This is an optimization exercise on Yosys and OpenROAD, whose aim is small area, a short achievable clock period and few clock cycles per item, not a production implementation. RTL that was checked went through simulation tests only; none was proved equivalent to the original.

==> harbor <==
Design moving_average_filter, start of the top module:
module moving_average_filter #(
	parameter int WINDOW_MAX  = maf_pkg::WINDOW_MAX_DEF,
	parameter int SAMPLE_BITS = maf_pkg::SAMPLE_BITS_DEF
) (
	input  logic                      clk,
	input  logic                      arst_n,
	input  logic                      cfg_we,
	input  logic [maf_pkg::WIN_W-1:0] cfg_wdata,
	input  logic                      in_valid,
	output logic                      in_ready,
	input  logic [SAMPLE_BITS-1:0]    sample,
	input  logic                      new_series,
	output logic                      out_valid,
	input  logic                      out_ready,
	output logic [SAMPLE_BITS-1:0]    average
);
Settings: LEC_CHECK=0, CAP_MARGIN=20, CORE_MARGIN=2, CORE_UTILIZATION=45, SLEW_MARGIN=20, SYNTH_MEMORY_MAX_BITS=8192; clock period 10.0 ns.
run.sh (not shown) runs the stock make flow with config.mk's settings and CLKGATE_MAP_FILE= SYNTH_SCRIPT=/design/flow/synth_recipe.tcl, a recipe that flattens the netlist after the stock synthesis.
==> willow: changes against harbor <==
--- a/flow/design.v
+++ b/flow/design.v
@@ -11,29 +11,30 @@
 endpackage
 `default_nettype wire
 `default_nettype none
 module maf_divider #(
 	parameter int NUM_W = 32,
 	parameter int DEN_W = 9,
 	parameter int QUO_W = 24,
-	parameter int STEPS = 3
+	parameter int STEPS = 2
 ) (
 	input  logic                 clk,
 	input  logic                 arst_n,
 	input  logic                 en,
 	input  logic                 in_valid,
 	input  logic [NUM_W-1:0]     dividend,
 	input  logic [DEN_W-1:0]     divisor,
 	output logic                 out_valid,
 	output logic [QUO_W-1:0]     quotient
 );
 	localparam int REM_W = NUM_W - QUO_W;
-	localparam int NSTG  = QUO_W / STEPS;
+	localparam int NSTG  = QUO_W / (2 * STEPS);
 	localparam int NREG  = NSTG - 1;
-	localparam int DF_W  = REM_W + 2;
+	localparam int X_W   = REM_W + 2;
+	localparam int DF_W  = REM_W + 4;
 	logic [NREG*REM_W-1:0] rem_q;
 	logic [NREG*QUO_W-1:0] qb_q;
 	logic [NREG*DEN_W-1:0] den_q;
 	logic [NREG-1:0]       v_q;
 	logic [NSTG*REM_W-1:0] rem_i;
 	logic [NSTG*QUO_W-1:0] qb_i;
 	logic [NSTG*DEN_W-1:0] den_i;
@@ -43,50 +44,66 @@
 	function automatic logic [REM_W+QUO_W-1:0] steps_f(
 		input logic [REM_W-1:0] rem,
 		input logic [QUO_W-1:0] qb,
 		input logic [DEN_W-1:0] den
 	);
 		logic [REM_W-1:0] r;
 		logic [QUO_W-1:0] q;
-		logic [REM_W:0]   sh;
-		logic [REM_W+1:0] df;
+		logic [X_W-1:0]   x;
+		logic [DF_W-1:0]  d1;
+		logic [DF_W-1:0]  d2;
+		logic [DF_W-1:0]  d3;
 		r = rem;
 		q = qb;
 		for (int i = 0; i < STEPS; i++) begin
-			sh = {r, q[QUO_W-1]};
-			df = {1'b0, sh} - DF_W'(den);
-			q  = {q[QUO_W-2:0], ~df[REM_W+1]};
-			r  = df[REM_W+1] ? sh[REM_W-1:0] : df[REM_W-1:0];
+			x  = {r, q[QUO_W-1:QUO_W-2]};
+			d1 = DF_W'(x) - DF_W'(den);
+			d2 = DF_W'(x) - DF_W'({den, 1'b0});
+			d3 = DF_W'(x) - DF_W'(den) - DF_W'({den, 1'b0});
+			if (!d3[DF_W-1]) begin
+				q = {q[QUO_W-3:0], 2'd3};
+				r = d3[REM_W-1:0];
+			end else if (!d2[DF_W-1]) begin
+				q = {q[QUO_W-3:0], 2'd2};
+				r = d2[REM_W-1:0];
+			end else if (!d1[DF_W-1]) begin
+				q = {q[QUO_W-3:0], 2'd1};
+				r = d1[REM_W-1:0];
+			end else begin
+				q = {q[QUO_W-3:0], 2'd0};
+				r = x[REM_W-1:0];
+			end
 		end
 		steps_f = {r, q};
 	endfunction
 	assign rem_i[0 +: REM_W] = dividend[NUM_W-1:QUO_W];
 	assign qb_i[0 +: QUO_W]  = dividend[QUO_W-1:0];
 	assign den_i[0 +: DEN_W] = divisor;
 	assign v_i[0]            = in_valid;
 	assign rem_i[REM_W +: NREG*REM_W] = rem_q;
 	assign qb_i[QUO_W +: NREG*QUO_W]  = qb_q;
 	assign den_i[DEN_W +: NREG*DEN_W] = den_q;
 	assign v_i[NSTG-1:1]              = v_q;
 	for (genvar s = 0; s < NSTG; s++) begin : g_stg
 		assign {rem_o[s*REM_W +: REM_W], qb_o[s*QUO_W +: QUO_W]} =
-			steps_f(rem_i[s*REM_W +: REM_W], qb_i[s*QUO_W +: QUO_W], den_i[s*DEN_W +: DEN_W]);
+			steps_f(rem_i[s*REM_W +: REM_W], qb_i[s*QUO_W +: QUO_W],
+				den_i[s*DEN_W +: DEN_W]);
 	end
 	always_ff @(posedge clk or negedge arst_n) begin
 		if (!arst_n) begin
 			v_q <= '0;
 		end else if (en) begin
 			v_q <= v_i[NREG-1:0];
 		end
 	end
 	always_ff @(posedge clk) begin
 		if (en) begin
-			rem_q <= rem_o[NREG*REM_W-1:0];
-			qb_q  <= qb_o[NREG*QUO_W-1:0];
-			den_q <= den_i[NREG*DEN_W-1:0];
+			rem_q  <= rem_o[NREG*REM_W-1:0];
+			qb_q   <= qb_o[NREG*QUO_W-1:0];
+			den_q  <= den_i[NREG*DEN_W-1:0];
 		end
 	end
 	assign out_valid = v_i[NSTG-1];
 	assign quotient  = (den_i[(NSTG-1)*DEN_W +: DEN_W] == '0) ? '0 : qb_o[(NSTG-1)*QUO_W +: QUO_W];
 endmodule
 `default_nettype wire
 `default_nettype none
@@ -151,124 +168,143 @@
 	localparam int ADDR_W  = $clog2(WINDOW_MAX);
 	localparam int CNT_W   = $clog2(WINDOW_MAX + 1);
 	localparam int SUM_W   = SAMPLE_BITS + ADDR_W;
 	localparam int WP_STEP = 16;
 	localparam int WP_W    = $clog2(WP_STEP);
 	localparam int PT_W    = ADDR_W - WP_W;
 	logic [maf_pkg::WIN_W-1:0] window_q;
+	logic [CNT_W-1:0]          span_c;
+	logic [ADDR_W-1:0]         span_m1_c;
 	logic [CNT_W-1:0]          span;
 	logic [ADDR_W-1:0]         span_m1;
 	logic                      span_nz;
 	logic [PT_W-1:0]           base_pt;
 	always_comb begin
-		span    = (window_q > maf_pkg::WIN_W'(WINDOW_MAX)) ? CNT_W'(WINDOW_MAX) : CNT_W'(window_q);
-		span_m1 = ADDR_W'(span - CNT_W'(1));
-		span_nz = (window_q != '0);
-		base_pt = PT_W'(0) - span_m1[ADDR_W-1:WP_W];
+		span_c    = (window_q > maf_pkg::WIN_W'(WINDOW_MAX)) ? CNT_W'(WINDOW_MAX) : CNT_W'(window_q);
+		span_m1_c = ADDR_W'(span_c - CNT_W'(1));
+	end
+	always_ff @(posedge clk or negedge arst_n) begin
+		if (!arst_n) begin
+			span    <= CNT_W'(maf_pkg::WIN_RESET);
+			span_m1 <= ADDR_W'(maf_pkg::WIN_RESET - 1);
+			span_nz <= 1'b1;
+			base_pt <= PT_W'(0) - PT_W'((maf_pkg::WIN_RESET - 1) >> WP_W);
+		end else begin
+			span    <= span_c;
+			span_m1 <= span_m1_c;
+			span_nz <= (window_q != '0);
+			base_pt <= PT_W'(0) - span_m1_c[ADDR_W-1:WP_W];
+		end
 	end
 	logic                   in_ready_q;
-	logic                   s0_v;
-	logic [SAMPLE_BITS-1:0] s0_x;
-	logic                   s0_ns;
 	logic [ADDR_W-1:0]      h_q;       
 	logic [ADDR_W-1:0]      raddr_q;   
-	logic [CNT_W-1:0]       cnt_q;     
+	logic                   cnt0_q;    
+	logic                   full_q;    
+	logic [CNT_W-1:0]       nn_q;      
+	logic                   aligned_q;
 	logic                   en;
 	logic                   accept;
 	logic                   fresh;
 	logic                   aligned;
 	logic                   write_now;
 	logic [PT_W-1:0]        wr_pt;
 	logic [ADDR_W-1:0]      h_next;
 	logic [ADDR_W-1:0]      raddr_next;
-	logic [CNT_W-1:0]       cnt_eff;
-	logic [CNT_W-1:0]       cnt_inc;
+	logic                   full_next;
+	logic [CNT_W-1:0]       nn_next;
+	logic                   aligned_next;
 	logic [CNT_W-1:0]       n_now;
 	logic                   sub_now;
 	logic [SAMPLE_BITS-1:0] rd_data;
 	assign accept  = in_valid && in_ready_q;
-	assign fresh   = s0_ns || (cnt_q == '0);
-	assign aligned = (h_q[WP_W-1:0] == '0) && (raddr_q[ADDR_W-2:WP_W] == '0);
-	assign write_now = s0_v && en && (aligned || fresh);
+	assign fresh   = new_series || cnt0_q;
+	assign aligned = aligned_q;
+	assign write_now = accept;
 	assign wr_pt   = fresh ? base_pt : h_q[ADDR_W-1:WP_W];
 	always_comb begin
 		if (write_now) begin
 			h_next = fresh ? {base_pt, WP_W'(0)} : h_q;
 		end else begin
 			h_next = h_q + ADDR_W'(1);
 		end
-		raddr_next = h_next + span_m1;
-		cnt_eff = s0_ns ? '0 : cnt_q;
-		cnt_inc = cnt_eff[CNT_W-1] ? cnt_eff : cnt_eff + CNT_W'(1);
-		n_now   = (cnt_inc < span) ? cnt_inc : span;
-		sub_now = span_nz && (cnt_eff >= span);
+		if (write_now) begin
+			raddr_next = fresh ? {{(ADDR_W-WP_W){1'b0}}, span_m1[WP_W-1:0]} : raddr_q;
+		end else begin
+			raddr_next = raddr_q + ADDR_W'(1);
+		end
+		aligned_next = (h_next[WP_W-1:0] == '0) && (raddr_next[ADDR_W-2:WP_W] == '0);
+		if (new_series) begin
+			full_next = (span == CNT_W'(1));
+			nn_next   = (span < CNT_W'(2)) ? span : CNT_W'(2);
+		end else begin
+			full_next = span_nz && (nn_q == span);
+			nn_next   = (nn_q == span) ? span : nn_q + CNT_W'(1);
+		end
+		n_now   = new_series ? CNT_W'(span_nz) : nn_q;
+		sub_now = !new_series && full_q;
 	end
 	maf_ring #(
 		.DEPTH   (WINDOW_MAX),
 		.DATA_W  (SAMPLE_BITS),
 		.WP_STEP (WP_STEP)
 	) u_ring (
 		.clk     (clk),
 		.wr_en   (write_now),
 		.wr_pt   (wr_pt),
-		.wr_data (s0_x),
+		.wr_data (sample),
 		.rd_sel  ({raddr_q[ADDR_W-1], raddr_q[WP_W-1:0]}),
 		.rd_data (rd_data)
 	);
 	logic                   out_v_q;
 	logic [SAMPLE_BITS-1:0] out_q;
 	logic                   skid_v_q;
 	logic [SAMPLE_BITS-1:0] skid_q;
 	logic                   div_v;
 	logic [SAMPLE_BITS-1:0] div_q;
 	logic                   arrive;
 	logic                   pop;
 	assign en     = !skid_v_q;
 	assign arrive = div_v && en;
 	assign pop    = out_v_q && out_ready;
-	logic s0_v_next;
-	logic s0_ns_next;
 	logic cnt0_next;
 	logic skid_v_next;
 	logic in_ready_d;
 	always_comb begin
-		s0_v_next   = accept || (s0_v && !write_now);
-		s0_ns_next  = accept ? new_series : s0_ns;
-		cnt0_next   = cfg_we || ((cnt_q == '0) && !write_now);
+		cnt0_next   = cfg_we || (cnt0_q && !write_now);
 		skid_v_next = skid_v_q ? !pop : (arrive && out_v_q && !pop);
-		in_ready_d  = !s0_v_next || (!skid_v_next &&
-			(((h_next[WP_W-1:0] == '0) && (raddr_next[ADDR_W-2:WP_W] == '0)) ||
-			 s0_ns_next || cnt0_next));
+		in_ready_d  = !skid_v_next && !cfg_we && (aligned_next || cnt0_next);
 	end
 	always_ff @(posedge clk or negedge arst_n) begin
 		if (!arst_n) begin
 			window_q   <= maf_pkg::WIN_RESET;
-			in_ready_q <= 1'b1;
-			s0_v       <= 1'b0;
 			h_q        <= '0;
 			raddr_q    <= '0;
-			cnt_q      <= '0;
+			cnt0_q     <= 1'b1;
+			full_q     <= 1'b0;
+			nn_q       <= CNT_W'(1);
+			aligned_q  <= 1'b1;
 		end else begin
-			in_ready_q <= in_ready_d;
-			s0_v       <= s0_v_next;
+			aligned_q  <= aligned_next;
 			h_q        <= h_next;
 			raddr_q    <= raddr_next;
 			if (cfg_we) begin
 				window_q <= cfg_wdata;
-				cnt_q    <= '0;
+				cnt0_q   <= 1'b1;
+				full_q   <= 1'b0;
+				nn_q     <= CNT_W'(cfg_wdata != '0);
 			end else if (write_now) begin
-				cnt_q    <= cnt_inc;
+				cnt0_q   <= 1'b0;
+				full_q   <= full_next;
+				nn_q     <= nn_next;
 			end
 		end
 	end
 	always_ff @(posedge clk) begin
-		if (accept) begin
-			s0_x  <= sample;
-			s0_ns <= new_series;
-		end
+		in_ready_q <= in_ready_d;
 	end
 	logic                   v1;
 	logic [SAMPLE_BITS-1:0] x1;
 	logic [SAMPLE_BITS-1:0] o1;
 	logic                   sub1;
 	logic                   clr1;
 	logic [CNT_W-1:0]       n1;
@@ -277,52 +313,69 @@
 			v1 <= 1'b0;
 		end else if (en) begin
 			v1 <= write_now;
 		end
 	end
 	always_ff @(posedge clk) begin
 		if (en) begin
-			x1   <= s0_x;
+			x1   <= sample;
 			o1   <= rd_data;
 			sub1 <= sub_now;
 			clr1 <= fresh;
 			n1   <= n_now;
 		end
 	end
 	logic                   v2;
-	logic [SUM_W-1:0]       sum_q;
+	logic [SAMPLE_BITS:0]   d2;
+	logic                   clr2;
 	logic [CNT_W-1:0]       n2;
 	always_ff @(posedge clk or negedge arst_n) begin
 		if (!arst_n) begin
 			v2 <= 1'b0;
 		end else if (en) begin
 			v2 <= v1;
 		end
 	end
 	always_ff @(posedge clk) begin
 		if (en) begin
-			n2 <= n1;
-			if (v1) begin
-				sum_q <= (clr1 ? SUM_W'(0) : sum_q) + SUM_W'(x1) -
-					(sub1 ? SUM_W'(o1) : SUM_W'(0));
+			d2   <= {1'b0, x1} - {1'b0, (sub1 ? o1 : '0)};
+			clr2 <= clr1;
+			n2   <= n1;
+		end
+	end
+	logic                   v3;
+	logic [SUM_W-1:0]       sum_q;
+	logic [CNT_W-1:0]       n3;
+	always_ff @(posedge clk or negedge arst_n) begin
+		if (!arst_n) begin
+			v3 <= 1'b0;
+		end else if (en) begin
+			v3 <= v2;
+		end
+	end
+	always_ff @(posedge clk) begin
+		if (en) begin
+			n3   <= n2;
+			if (v2) begin
+				sum_q <= (clr2 ? SUM_W'(0) : sum_q) + {{(SUM_W-SAMPLE_BITS-1){d2[SAMPLE_BITS]}}, d2};
 			end
 		end
 	end
 	maf_divider #(
 		.NUM_W (SUM_W),
 		.DEN_W (CNT_W),
 		.QUO_W (SAMPLE_BITS),
-		.STEPS (3)
+		.STEPS (1)
 	) u_div (
 		.clk       (clk),
 		.arst_n    (arst_n),
 		.en        (en),
-		.in_valid  (v2),
+		.in_valid  (v3),
 		.dividend  (sum_q),
-		.divisor   (n2),
+		.divisor   (n3),
 		.out_valid (div_v),
 		.quotient  (div_q)
 	);
 	always_ff @(posedge clk or negedge arst_n) begin
 		if (!arst_n) begin
 			out_v_q  <= 1'b0;
 			skid_v_q <= 1'b0;
==> flow/flow/run.sh (new file) <==
#!/bin/bash
# The standard layout (the standard.sh: standard synthesis, floorplan,
# placement, CTS, routing, finish) with the design's clock period and
# constraints; only the timing repair steps aim further below the period.
set -euo pipefail
bash standard.sh SETUP_SLACK_MARGIN=6.75 finish > standard_flow.log 2>&1
==> flow/standard.sh (new file) <==
#!/bin/bash
# synth_recipe.tcl (not shown) runs the flow's synth.tcl, then flattens the netlist and writes it again
# the make line also repeats each setting of config.mk as NAME=value (left out here)
make -C /OpenROAD-flow-scripts/flow DESIGN_CONFIG=/design/flow/config.mk WORK_HOME=/design/flow/orfs CLKGATE_MAP_FILE= SYNTH_SCRIPT=/design/flow/synth_recipe.tcl "${@:-finish}"
Settings changed: ABC_CLOCK_PERIOD_IN_PS set to 2000, CORE_UTILIZATION 45 to 60, CTS_CLUSTER_DIAMETER set to 80, CTS_CLUSTER_SIZE set to 30.
removed: flow/run.sh
==> maple: changes against harbor <==
--- a/flow/design.v
+++ b/flow/design.v
@@ -11,82 +11,107 @@
 endpackage
 `default_nettype wire
 `default_nettype none
 module maf_divider #(
 	parameter int NUM_W = 32,
 	parameter int DEN_W = 9,
 	parameter int QUO_W = 24,
-	parameter int STEPS = 3
+	parameter int STEPS = 2
 ) (
 	input  logic                 clk,
 	input  logic                 arst_n,
 	input  logic                 en,
 	input  logic                 in_valid,
 	input  logic [NUM_W-1:0]     dividend,
 	input  logic [DEN_W-1:0]     divisor,
+	input  logic [DEN_W:0]       divisor3,
 	output logic                 out_valid,
 	output logic [QUO_W-1:0]     quotient
 );
 	localparam int REM_W = NUM_W - QUO_W;
-	localparam int NSTG  = QUO_W / STEPS;
+	localparam int NSTG  = QUO_W / (2 * STEPS);
 	localparam int NREG  = NSTG - 1;
-	localparam int DF_W  = REM_W + 2;
+	localparam int D3_W  = DEN_W + 1;
+	localparam int X_W   = REM_W + 2;
+	localparam int DF_W  = REM_W + 4;
 	logic [NREG*REM_W-1:0] rem_q;
 	logic [NREG*QUO_W-1:0] qb_q;
 	logic [NREG*DEN_W-1:0] den_q;
+	logic [NREG*D3_W-1:0]  den3_q;
 	logic [NREG-1:0]       v_q;
 	logic [NSTG*REM_W-1:0] rem_i;
 	logic [NSTG*QUO_W-1:0] qb_i;
 	logic [NSTG*DEN_W-1:0] den_i;
+	logic [NSTG*D3_W-1:0]  den3_i;
 	logic [NSTG-1:0]       v_i;
 	logic [NSTG*REM_W-1:0] rem_o;
 	logic [NSTG*QUO_W-1:0] qb_o;
 	function automatic logic [REM_W+QUO_W-1:0] steps_f(
 		input logic [REM_W-1:0] rem,
 		input logic [QUO_W-1:0] qb,
-		input logic [DEN_W-1:0] den
+		input logic [DEN_W-1:0] den,
+		input logic [D3_W-1:0]  den3
 	);
 		logic [REM_W-1:0] r;
 		logic [QUO_W-1:0] q;
-		logic [REM_W:0]   sh;
-		logic [REM_W+1:0] df;
+		logic [X_W-1:0]   x;
+		logic [DF_W-1:0]  d1;
+		logic [DF_W-1:0]  d2;
+		logic [DF_W-1:0]  d3;
 		r = rem;
 		q = qb;
 		for (int i = 0; i < STEPS; i++) begin
-			sh = {r, q[QUO_W-1]};
-			df = {1'b0, sh} - DF_W'(den);
-			q  = {q[QUO_W-2:0], ~df[REM_W+1]};
-			r  = df[REM_W+1] ? sh[REM_W-1:0] : df[REM_W-1:0];
+			x  = {r, q[QUO_W-1:QUO_W-2]};
+			d1 = DF_W'(x) - DF_W'(den);
+			d2 = DF_W'(x) - DF_W'({den, 1'b0});
+			d3 = DF_W'(x) - DF_W'(den3);
+			if (!d3[DF_W-1]) begin
+				q = {q[QUO_W-3:0], 2'd3};
+				r = d3[REM_W-1:0];
+			end else if (!d2[DF_W-1]) begin
+				q = {q[QUO_W-3:0], 2'd2};
+				r = d2[REM_W-1:0];
+			end else if (!d1[DF_W-1]) begin
+				q = {q[QUO_W-3:0], 2'd1};
+				r = d1[REM_W-1:0];
+			end else begin
+				q = {q[QUO_W-3:0], 2'd0};
+				r = x[REM_W-1:0];
+			end
 		end
 		steps_f = {r, q};
 	endfunction
 	assign rem_i[0 +: REM_W] = dividend[NUM_W-1:QUO_W];
 	assign qb_i[0 +: QUO_W]  = dividend[QUO_W-1:0];
 	assign den_i[0 +: DEN_W] = divisor;
+	assign den3_i[0 +: D3_W] = divisor3;
 	assign v_i[0]            = in_valid;
 	assign rem_i[REM_W +: NREG*REM_W] = rem_q;
 	assign qb_i[QUO_W +: NREG*QUO_W]  = qb_q;
 	assign den_i[DEN_W +: NREG*DEN_W] = den_q;
+	assign den3_i[D3_W +: NREG*D3_W]  = den3_q;
 	assign v_i[NSTG-1:1]              = v_q;
 	for (genvar s = 0; s < NSTG; s++) begin : g_stg
 		assign {rem_o[s*REM_W +: REM_W], qb_o[s*QUO_W +: QUO_W]} =
-			steps_f(rem_i[s*REM_W +: REM_W], qb_i[s*QUO_W +: QUO_W], den_i[s*DEN_W +: DEN_W]);
+			steps_f(rem_i[s*REM_W +: REM_W], qb_i[s*QUO_W +: QUO_W],
+				den_i[s*DEN_W +: DEN_W], den3_i[s*D3_W +: D3_W]);
 	end
 	always_ff @(posedge clk or negedge arst_n) begin
 		if (!arst_n) begin
 			v_q <= '0;
 		end else if (en) begin
 			v_q <= v_i[NREG-1:0];
 		end
 	end
 	always_ff @(posedge clk) begin
 		if (en) begin
-			rem_q <= rem_o[NREG*REM_W-1:0];
-			qb_q  <= qb_o[NREG*QUO_W-1:0];
-			den_q <= den_i[NREG*DEN_W-1:0];
+			rem_q  <= rem_o[NREG*REM_W-1:0];
+			qb_q   <= qb_o[NREG*QUO_W-1:0];
+			den_q  <= den_i[NREG*DEN_W-1:0];
+			den3_q <= den3_i[NREG*D3_W-1:0];
 		end
 	end
 	assign out_valid = v_i[NSTG-1];
 	assign quotient  = (den_i[(NSTG-1)*DEN_W +: DEN_W] == '0) ? '0 : qb_o[(NSTG-1)*QUO_W +: QUO_W];
 endmodule
 `default_nettype wire
 `default_nettype none
@@ -192,15 +217,19 @@
 	assign wr_pt   = fresh ? base_pt : h_q[ADDR_W-1:WP_W];
 	always_comb begin
 		if (write_now) begin
 			h_next = fresh ? {base_pt, WP_W'(0)} : h_q;
 		end else begin
 			h_next = h_q + ADDR_W'(1);
 		end
-		raddr_next = h_next + span_m1;
+		if (write_now) begin
+			raddr_next = fresh ? {{(ADDR_W-WP_W){1'b0}}, span_m1[WP_W-1:0]} : raddr_q;
+		end else begin
+			raddr_next = raddr_q + ADDR_W'(1);
+		end
 		cnt_eff = s0_ns ? '0 : cnt_q;
 		cnt_inc = cnt_eff[CNT_W-1] ? cnt_eff : cnt_eff + CNT_W'(1);
 		n_now   = (cnt_inc < span) ? cnt_inc : span;
 		sub_now = span_nz && (cnt_eff >= span);
 	end
 	maf_ring #(
 		.DEPTH   (WINDOW_MAX),
@@ -262,67 +291,48 @@
 	end
 	always_ff @(posedge clk) begin
 		if (accept) begin
 			s0_x  <= sample;
 			s0_ns <= new_series;
 		end
 	end
-	logic                   v1;
-	logic [SAMPLE_BITS-1:0] x1;
-	logic [SAMPLE_BITS-1:0] o1;
-	logic                   sub1;
-	logic                   clr1;
-	logic [CNT_W-1:0]       n1;
-	always_ff @(posedge clk or negedge arst_n) begin
-		if (!arst_n) begin
-			v1 <= 1'b0;
-		end else if (en) begin
-			v1 <= write_now;
-		end
-	end
-	always_ff @(posedge clk) begin
-		if (en) begin
-			x1   <= s0_x;
-			o1   <= rd_data;
-			sub1 <= sub_now;
-			clr1 <= fresh;
-			n1   <= n_now;
-		end
-	end
 	logic                   v2;
 	logic [SUM_W-1:0]       sum_q;
 	logic [CNT_W-1:0]       n2;
+	logic [CNT_W:0]         n3_2;
 	always_ff @(posedge clk or negedge arst_n) begin
 		if (!arst_n) begin
 			v2 <= 1'b0;
 		end else if (en) begin
-			v2 <= v1;
+			v2 <= write_now;
 		end
 	end
 	always_ff @(posedge clk) begin
 		if (en) begin
-			n2 <= n1;
-			if (v1) begin
-				sum_q <= (clr1 ? SUM_W'(0) : sum_q) + SUM_W'(x1) -
-					(sub1 ? SUM_W'(o1) : SUM_W'(0));
-			end
+			n2   <= n_now;
+			n3_2 <= {1'b0, n_now} + {n_now, 1'b0};
+		end
+		if (write_now) begin
+			sum_q <= (fresh ? SUM_W'(0) : sum_q) + SUM_W'(s0_x) -
+				(sub_now ? SUM_W'(rd_data) : SUM_W'(0));
 		end
 	end
 	maf_divider #(
 		.NUM_W (SUM_W),
 		.DEN_W (CNT_W),
 		.QUO_W (SAMPLE_BITS),
-		.STEPS (3)
+		.STEPS (2)
 	) u_div (
 		.clk       (clk),
 		.arst_n    (arst_n),
 		.en        (en),
 		.in_valid  (v2),
 		.dividend  (sum_q),
 		.divisor   (n2),
+		.divisor3  (n3_2),
 		.out_valid (div_v),
 		.quotient  (div_q)
 	);
 	always_ff @(posedge clk or negedge arst_n) begin
 		if (!arst_n) begin
 			out_v_q  <= 1'b0;
 			skid_v_q <= 1'b0;
==> flow/flow/run.sh (new file) <==
#!/bin/bash
# The standard layout (the standard.sh: standard synthesis, floorplan,
# placement, CTS, routing, finish) with the design's clock period and
# constraints; only the timing repair steps aim further below the period.
set -euo pipefail
bash standard.sh SETUP_SLACK_MARGIN=6.0 finish > standard_flow.log 2>&1
==> flow/standard.sh (new file) <==
#!/bin/bash
# synth_recipe.tcl (not shown) runs the flow's synth.tcl, then flattens the netlist and writes it again
# the make line also repeats each setting of config.mk as NAME=value (left out here)
make -C /OpenROAD-flow-scripts/flow DESIGN_CONFIG=/design/flow/config.mk WORK_HOME=/design/flow/orfs CLKGATE_MAP_FILE= SYNTH_SCRIPT=/design/flow/synth_recipe.tcl "${@:-finish}"
Settings changed: ABC_CLOCK_PERIOD_IN_PS set to 2000, CTS_CLUSTER_DIAMETER set to 80, CTS_CLUSTER_SIZE set to 30.
removed: flow/run.sh
==> nickel: changes against harbor <==
Settings changed: SETUP_SLACK_MARGIN set to 5.
==> summary.md <==
| Metric | Value |
|---|---|
| Diode insertion count for antenna repair | 9 |
| Clock Latency Late Sink | around 940 ps |
| Non-clk buf share | between 2 and 3% |
| Proportion of register bits with asynchronous set or reset after synthesis | less than 1% |
| Hold Crit Endpoint | u_ring.ent[4888]$_DFF_P_ |
| Number of placed cells counting well taps | about 15000 |
| Final period demand of the worst path | ~5200 ps |
| Synthesized instance count | roughly 10000 |
| Global Route met3 Usage | 1.94% |
| Outcome | complete, no violations |
| Part of the Yosys area used for sequential elements | slightly above 80% |
| Worst-margin pin slew | 869 ps |
| CORE AREA | 0.365 mm^2 |
| Met2 layer wire length in the routed design | 133 mm |
The numbers above come from maple.

==> summary.md <==
| Metric | Value |
|---|---|
| Global Route met3 Usage | under 10% |
| Diode insertion count for antenna repair | 9 |
| Outcome | complete, no violations |
| Synthesized instance count | roughly 10000 |
| Part of the Yosys area used for sequential elements | 83.0% |
| Proportion of register bits with asynchronous set or reset after synthesis | under 10% |
| Clock Latency Late Sink | about 920 ps |
| Worst-margin pin slew | between 1000 and 1500 ps |
| Met2 layer wire length in the routed design | 120 mm |
| CORE AREA | between 0.2 and 0.3 mm^2 |
| Final period demand of the worst path | between 3000 and 4000 ps |
The numbers above come from willow.

==> summary.md <==
| Metric | Value |
|---|---|
| Outcome | complete, no violations |
| Worst-margin pin slew | 1060 ps |
| Met2 layer wire length in the routed design | between 100 and 150 mm |
| Final period demand of the worst path | between 5000 and 6000 ps |
| Part of the Yosys area used for sequential elements | between 80% and 90% |
| Synthesized instance count | approximately 9600 |
| Non-clk buf share | under 10% |
| CORE AREA | 0.363 mm^2 |
The numbers above come from nickel.

==> summary.md <==
| Metric | Value |
|---|---|
| Worst-margin pin slew | 1050 ps |
| Part of the Yosys area used for sequential elements | roughly 84% |
| Hold Crit Endpoint | u_ring.ent[797]$_DFF_P_ |
| CORE AREA | 0.363 mm^2 |
| Outcome | complete, no violations |
| Proportion of register bits with asynchronous set or reset after synthesis | less than 1% |
| Global Route met3 Usage | under 10% |
The numbers above come from harbor.

Testbench counts of maple, summed over its fixed seeds: cycles 6,256, items 6,000.
Function not checked in harbor, willow and nickel: the RTL went through the layout flow alone.

static timing again, ports no longer ideal:
No port has a modelled driver above. Below, the same layouts with a new extraction and two added sets of constraints. Step 1 sets driving cells, clkbuf_16 on the clock port and buf_2 on the other inputs (assumed; they add their load-dependent delay and slew). Step 2, shift: input delay + t, output delay - t, t = (earliest + latest rising clock arrival at the registers) / 2. This alone moves slack from input paths to output paths. a / b / c = no drivers / after step 1 / after step 2; a / b = the first two.
| run | shift t [ns] | setup slack, ns | cell pins on the clock port's net |
|---|---|---|---|
| harbor | 1.068 | 1.717 / 1.717 / 1.717 | 1 |
| willow | 0.983 | 6.492 / 6.464 / 5.674 | 1 |
| maple | 1.001 | 4.801 / 4.801 / 4.801 | 1 |
| nickel | 1.091 | 4.248 / 4.248 / 4.248 | 1 |
After both steps setup and hold are still met in every run listed. For willow, which loses most, drivers alone change the setup slack by -0.028 ns; drivers and shift together by -0.818 ns.
